This design comes from an exercise in tuning for small area, a short achievable clock period and few clock cycles per item on the open sky130 flow, not from production work. In this exercise RTL edits were held to simulation tests only and were not proved equivalent to the original.

==> flow/design.v <==
package mlcg_pkg;
    localparam int unsigned VAL_W = 31;
    localparam int unsigned CNT_W = 4;
    localparam int unsigned MAX_CATEGORIES = 8;
    localparam logic [1:0] FUNC_UNIFORM = 2'd0;
    localparam logic [1:0] FUNC_CATEG = 2'd1;
    localparam logic [1:0] FUNC_BERN = 2'd2;
    localparam logic [1:0] FUNC_LOAD = 2'd3;
    localparam logic [1:0] REG_SEED = 2'd0;
    localparam logic [1:0] REG_THRESH = 2'd1;
    localparam logic [1:0] REG_COUNT = 2'd2;
endpackage
module mlcg_wram (
    input  logic              aclk,
    input  logic              aresetn,
    input  logic              we,
    input  logic [2:0]        waddr,
    input  logic [30:0]       wdata,
    output logic [4*31-1:0]   we_flat,
    output logic [4*32-1:0]   u_flat
);
    logic [30:0] w_even [4];
    logic [31:0] u_pair [4];
    logic [1:0]  j;
    logic        odd;
    logic [31:0] opa, opb, cs_s, cs_m, cs_c, u_new;
    logic        ld_pend;
    logic [2:0]  ld_idx;
    logic [30:0] ld_val;
    always_ff @(posedge aclk) begin
        if (!aresetn) begin
            ld_pend <= 1'b0;
        end else begin
            ld_pend <= we;
        end
        ld_idx <= waddr;
        ld_val <= wdata;
    end
    assign j   = ld_idx[2:1];
    assign odd = ld_idx[0];
    assign opa   = odd ? {1'b0, w_even[j]} : u_pair[j];
    assign opb   = odd ? 32'd0 : ~{1'b0, w_even[j]};
    assign cs_s  = {1'b0, ld_val} ^ opa ^ opb;
    assign cs_m  = ({1'b0, ld_val} & opa) | ({1'b0, ld_val} & opb) | (opa & opb);
    assign cs_c  = {cs_m[30:0], !odd};
    assign u_new = cs_s + cs_c;
    for (genvar k = 0; k < 4; k++) begin : g_pair
        always_ff @(posedge aclk) begin
            if (ld_pend && j == 2'(k)) begin
                u_pair[k] <= u_new;
                if (!odd) begin
                    w_even[k] <= ld_val;
                end
            end
        end
        assign we_flat[31*k +: 31] = w_even[k];
        assign u_flat[32*k +: 32]  = u_pair[k];
    end
endmodule
module mlcg_step (
    input  logic [30:0] x,
    output logic [30:0] y
);
    logic [30:0] t0, t1, t2, t3, t4, t5;
    logic [30:0] s1, c1, s2, c2, s3, c3, s4, c4;
    logic [30:0] m1, m2, m3, m4;
    assign t0 = {x[16:0], x[30:17]};
    assign t1 = {x[21:0], x[30:22]};
    assign t2 = ~{x[23:0], x[30:24]};
    assign t3 = {x[25:0], x[30:26]};
    assign t4 = {x[27:0], x[30:28]};
    assign t5 = ~x;
    assign s1 = t0 ^ t1 ^ t2;
    assign m1 = (t0 & t1) | (t0 & t2) | (t1 & t2);
    assign c1 = {m1[29:0], m1[30]};
    assign s2 = t3 ^ t4 ^ t5;
    assign m2 = (t3 & t4) | (t3 & t5) | (t4 & t5);
    assign c2 = {m2[29:0], m2[30]};
    assign s3 = s1 ^ c1 ^ s2;
    assign m3 = (s1 & c1) | (s1 & s2) | (c1 & s2);
    assign c3 = {m3[29:0], m3[30]};
    assign s4 = s3 ^ c3 ^ c2;
    assign m4 = (s3 & c3) | (s3 & c2) | (c3 & c2);
    assign c4 = {m4[29:0], m4[30]};
    logic [30:0] gp [6];
    logic [30:0] pp [6];
    logic [30:0] cy;
    logic        eac;
    always_comb begin
        gp[0] = s4 & c4;
        pp[0] = s4 ^ c4;
        for (int l = 0; l < 5; l++) begin
            for (int i = 0; i < 31; i++) begin
                if (((i >> l) & 1) == 1) begin
                    gp[l+1][i] = gp[l][i] | (pp[l][i] & gp[l][((i >> l) << l) - 1]);
                    pp[l+1][i] = pp[l][i] & pp[l][((i >> l) << l) - 1];
                end else begin
                    gp[l+1][i] = gp[l][i];
                    pp[l+1][i] = pp[l][i];
                end
            end
        end
        eac   = gp[5][30] | pp[5][30];
        cy[0] = eac;
        for (int i = 1; i < 31; i++) begin
            cy[i] = gp[5][i-1] | (pp[5][i-1] & eac);
        end
    end
    assign y = pp[0] ^ cy;
endmodule
module mlcg_catsel (
    input  logic [30:0]      x,
    input  logic [4*31-1:0]  we_flat,
    input  logic [4*32-1:0]  u_flat,
    input  logic [3:0]       count,
    output logic [3:0]       cat
);
    logic [32:0] nx;
    logic [32:0] wz [4];
    logic [32:0] uz [4];
    logic [32:0] es [3:8];
    logic [32:0] ec [3:8];
    logic [32:0] em [3:8];
    logic [32:0] esum [3:8];
    logic [8:1]  neg, lt;
    logic [3:0]  n;
    assign n  = (count > 4'd8) ? 4'd8 : count;
    assign nx = ~{2'b00, x};
    always_comb begin
        for (int k = 0; k < 4; k++) begin
            wz[k] = {2'b00, we_flat[31*k +: 31]};
            uz[k] = {1'b0, u_flat[32*k +: 32]};
        end
        es[3] = uz[0] ^ nx ^ wz[1];
        em[3] = (uz[0] & nx) | (uz[0] & wz[1]) | (nx & wz[1]);
        ec[3] = {em[3][31:0], 1'b1};
        es[4] = uz[0] ^ nx ^ uz[1];
        em[4] = (uz[0] & nx) | (uz[0] & uz[1]) | (nx & uz[1]);
        ec[4] = {em[4][31:0], 1'b1};
        for (int k = 5; k <= 8; k++) begin
            es[k] = es[2*((k-1)/2)] ^ ec[2*((k-1)/2)] ^ ((k % 2) ? wz[(k-1)/2] : uz[(k-1)/2]);
            em[k] = (es[2*((k-1)/2)] & ec[2*((k-1)/2)])
                  | (es[2*((k-1)/2)] & ((k % 2) ? wz[(k-1)/2] : uz[(k-1)/2]))
                  | (ec[2*((k-1)/2)] & ((k % 2) ? wz[(k-1)/2] : uz[(k-1)/2]));
            ec[k] = {em[k][31:0], 1'b0};
        end
        neg[1] = we_flat[30:0] < x;
        neg[2] = u_flat[31:0] < {1'b0, x};
        for (int k = 3; k <= 8; k++) begin
            esum[k] = es[k] + ec[k];
            neg[k]  = esum[k][32];
        end
        lt[1] = neg[1] && (n > 4'd0);
        for (int k = 2; k <= 8; k++) begin
            lt[k] = lt[k-1] && neg[k] && (n >= 4'(k));
        end
        cat = 4'd1;
        for (int k = 1; k <= 8; k++) begin
            if (lt[k]) cat = 4'(k + 1);
        end
    end
endmodule
module minimal_standard_lcg_sampler (
    input  logic                        aclk,
    input  logic                        aresetn,
    input  logic                        psel,
    input  logic                        penable,
    input  logic                        pwrite,
    input  logic [3:0]                  paddr,
    input  logic [31:0]                 pwdata,
    output logic [31:0]                 prdata,
    output logic                        pready,
    input  logic                        s_valid,
    output logic                        s_ready,
    input  logic [1:0]                  s_func,
    input  logic [2:0]                  s_entry_index,
    input  logic [mlcg_pkg::VAL_W-1:0]  s_weight_value,
    output logic                        m_valid,
    input  logic                        m_ready,
    output logic [mlcg_pkg::VAL_W-1:0]  m_random_value,
    output logic [3:0]                  m_category,
    output logic                        m_flag
);
    logic [30:0]     seed_reg, thresh_reg;
    logic [3:0]      count_reg;
    logic            cfg_we, seed_we;
    logic [1:0]      reg_idx;
    logic [30:0]     x_reg, x_step, m_value_reg;
    logic            b_valid;
    logic [1:0]      b_func;
    logic            m_valid_reg, m_flag_reg;
    logic [3:0]      m_cat_reg, cat;
    logic            adv, accept, step, load;
    logic [4*31-1:0] we_flat;
    logic [4*32-1:0] u_flat;
    assign pready  = 1'b1;
    assign reg_idx = paddr[3:2];
    assign cfg_we  = psel && penable && pwrite;
    assign seed_we = cfg_we && (reg_idx == mlcg_pkg::REG_SEED);
    always_ff @(posedge aclk) begin
        if (!aresetn) begin
            seed_reg   <= 31'd1;
            thresh_reg <= '0;
            count_reg  <= '0;
        end else if (cfg_we) begin
            case (reg_idx)
                mlcg_pkg::REG_SEED:   seed_reg   <= pwdata[30:0];
                mlcg_pkg::REG_THRESH: thresh_reg <= pwdata[30:0];
                mlcg_pkg::REG_COUNT:  count_reg  <= pwdata[3:0];
                default: ;
            endcase
        end
    end
    always_comb begin
        case (reg_idx)
            mlcg_pkg::REG_SEED:   prdata = {1'b0, seed_reg};
            mlcg_pkg::REG_THRESH: prdata = {1'b0, thresh_reg};
            mlcg_pkg::REG_COUNT:  prdata = {28'd0, count_reg};
            default:              prdata = '0;
        endcase
    end
    assign adv     = !m_valid_reg || m_ready;
    assign s_ready = !b_valid || adv;
    assign accept  = s_valid && s_ready;
    assign step    = accept && (s_func != mlcg_pkg::FUNC_LOAD);
    assign load    = accept && (s_func == mlcg_pkg::FUNC_LOAD);
    mlcg_step u_step (
        .x (x_reg),
        .y (x_step)
    );
    always_ff @(posedge aclk) begin
        if (!aresetn) begin
            x_reg <= 31'd1;
        end else if (seed_we) begin
            x_reg <= pwdata[30:0];
        end else if (step) begin
            x_reg <= x_step;
        end
    end
    mlcg_wram u_wram (
        .aclk   (aclk),
        .aresetn(aresetn),
        .we     (load),
        .waddr  (s_entry_index),
        .wdata  (s_weight_value),
        .we_flat(we_flat),
        .u_flat (u_flat)
    );
    mlcg_catsel u_cat (
        .x      (x_reg),
        .we_flat(we_flat),
        .u_flat (u_flat),
        .count  (count_reg),
        .cat    (cat)
    );
    always_ff @(posedge aclk) begin
        if (!aresetn) begin
            b_valid     <= 1'b0;
            m_valid_reg <= 1'b0;
        end else begin
            if (s_ready) begin
                b_valid <= s_valid;
            end
            if (adv) begin
                m_valid_reg <= b_valid;
            end
        end
        if (s_ready) begin
            b_func <= s_func;
        end
        if (adv && b_valid) begin
            m_value_reg <= x_reg;
            m_cat_reg   <= (b_func == mlcg_pkg::FUNC_CATEG) ? cat : 4'd0;
            m_flag_reg  <= (b_func == mlcg_pkg::FUNC_BERN) && (x_reg <= thresh_reg);
        end
    end
    assign m_valid        = m_valid_reg;
    assign m_random_value = m_value_reg;
    assign m_category     = m_cat_reg;
    assign m_flag         = m_flag_reg;
endmodule
clock: 8.0 ns
lec_check: 0
abc_area: 1
cap_margin: 20
core_margin: 2
core_utilization: 55
setup_slack_margin: 3.5
slew_margin: 20
run.sh (not shown) runs the stock make flow with config.mk's settings and CLKGATE_MAP_FILE= SYNTH_SCRIPT=/design/flow/synth_recipe.tcl, a recipe that flattens the netlist after the stock synthesis.
Testbench counts at the start, summed over its fixed seeds: cycles 16,064, items 16,000.
Next try:
--- a/flow/design.v
+++ b/flow/design.v
@@ -83,29 +83,21 @@
     assign m4 = (s3 & c3) | (s3 & c2) | (c3 & c2);
     assign c4 = {m4[29:0], m4[30]};
     logic [30:0] gp [6];
     logic [30:0] pp [6];
     logic [30:0] cy;
-    logic        eac;
     always_comb begin
         gp[0] = s4 & c4;
         pp[0] = s4 ^ c4;
         for (int l = 0; l < 5; l++) begin
             for (int i = 0; i < 31; i++) begin
-                if (((i >> l) & 1) == 1) begin
-                    gp[l+1][i] = gp[l][i] | (pp[l][i] & gp[l][((i >> l) << l) - 1]);
-                    pp[l+1][i] = pp[l][i] & pp[l][((i >> l) << l) - 1];
-                end else begin
-                    gp[l+1][i] = gp[l][i];
-                    pp[l+1][i] = pp[l][i];
-                end
-            end
-        end
-        eac   = gp[5][30] | pp[5][30];
-        cy[0] = eac;
-        for (int i = 1; i < 31; i++) begin
-            cy[i] = gp[5][i-1] | (pp[5][i-1] & eac);
+                gp[l+1][i] = gp[l][i] | (pp[l][i] & gp[l][(i + 31 - (1 << l)) % 31]);
+                pp[l+1][i] = pp[l][i] & pp[l][(i + 31 - (1 << l)) % 31];
+            end
+        end
+        for (int i = 0; i < 31; i++) begin
+            cy[i] = gp[5][(i + 30) % 31] | pp[5][(i + 30) % 31];
         end
     end
     assign y = pp[0] ^ cy;
 endmodule
 module mlcg_catsel (
What happened: The changed run finished clean. Synthesized cell count rises by about 2.7%. Die area is higher by about 1.4%. Wire length stays flat. Cell area drops by about 3%. Non-clock buffer count came out lower by 116. Register-to-register slack is better by 0.05 ns. Synthesized area rises by about 1.4%.
Testbench counts after the change, summed over its fixed seeds: cycles 16,064, items 16,000.

-- what the ideal ports hide --
The results above use ideal ports. As a check the final layouts listed here were re-extracted and re-timed, cells and wires unchanged.
Step 1: set_driving_cell puts a clkbuf_16 on aclk and a buf_2 on each other input, an assumption about the parent block.
Step 2, shift: input delay + t, output delay - t, t = (earliest + latest rising clock arrival at the registers) / 2. This alone moves slack from input paths to output paths.
Slacks: ideal / step 1 / step 2; pairs: ideal / step 1.
run	shift t [ns]	setup slack, ns	worst hold slack (ns)	slew at the worst register clock pin (ns)
the first run	0.669	3.487 / 3.479 / 3.479	0.461 / 0.461 / 0.461	0.07 / 0.07
the second run	0.660	3.524 / 3.500 / 3.500	0.463 / 0.463 / 0.463	0.07 / 0.07
After both steps setup and hold are still met in every run listed. The setup slack of the second run, which loses most, moves by -0.024 ns with the drivers and by -0.024 ns with both steps.
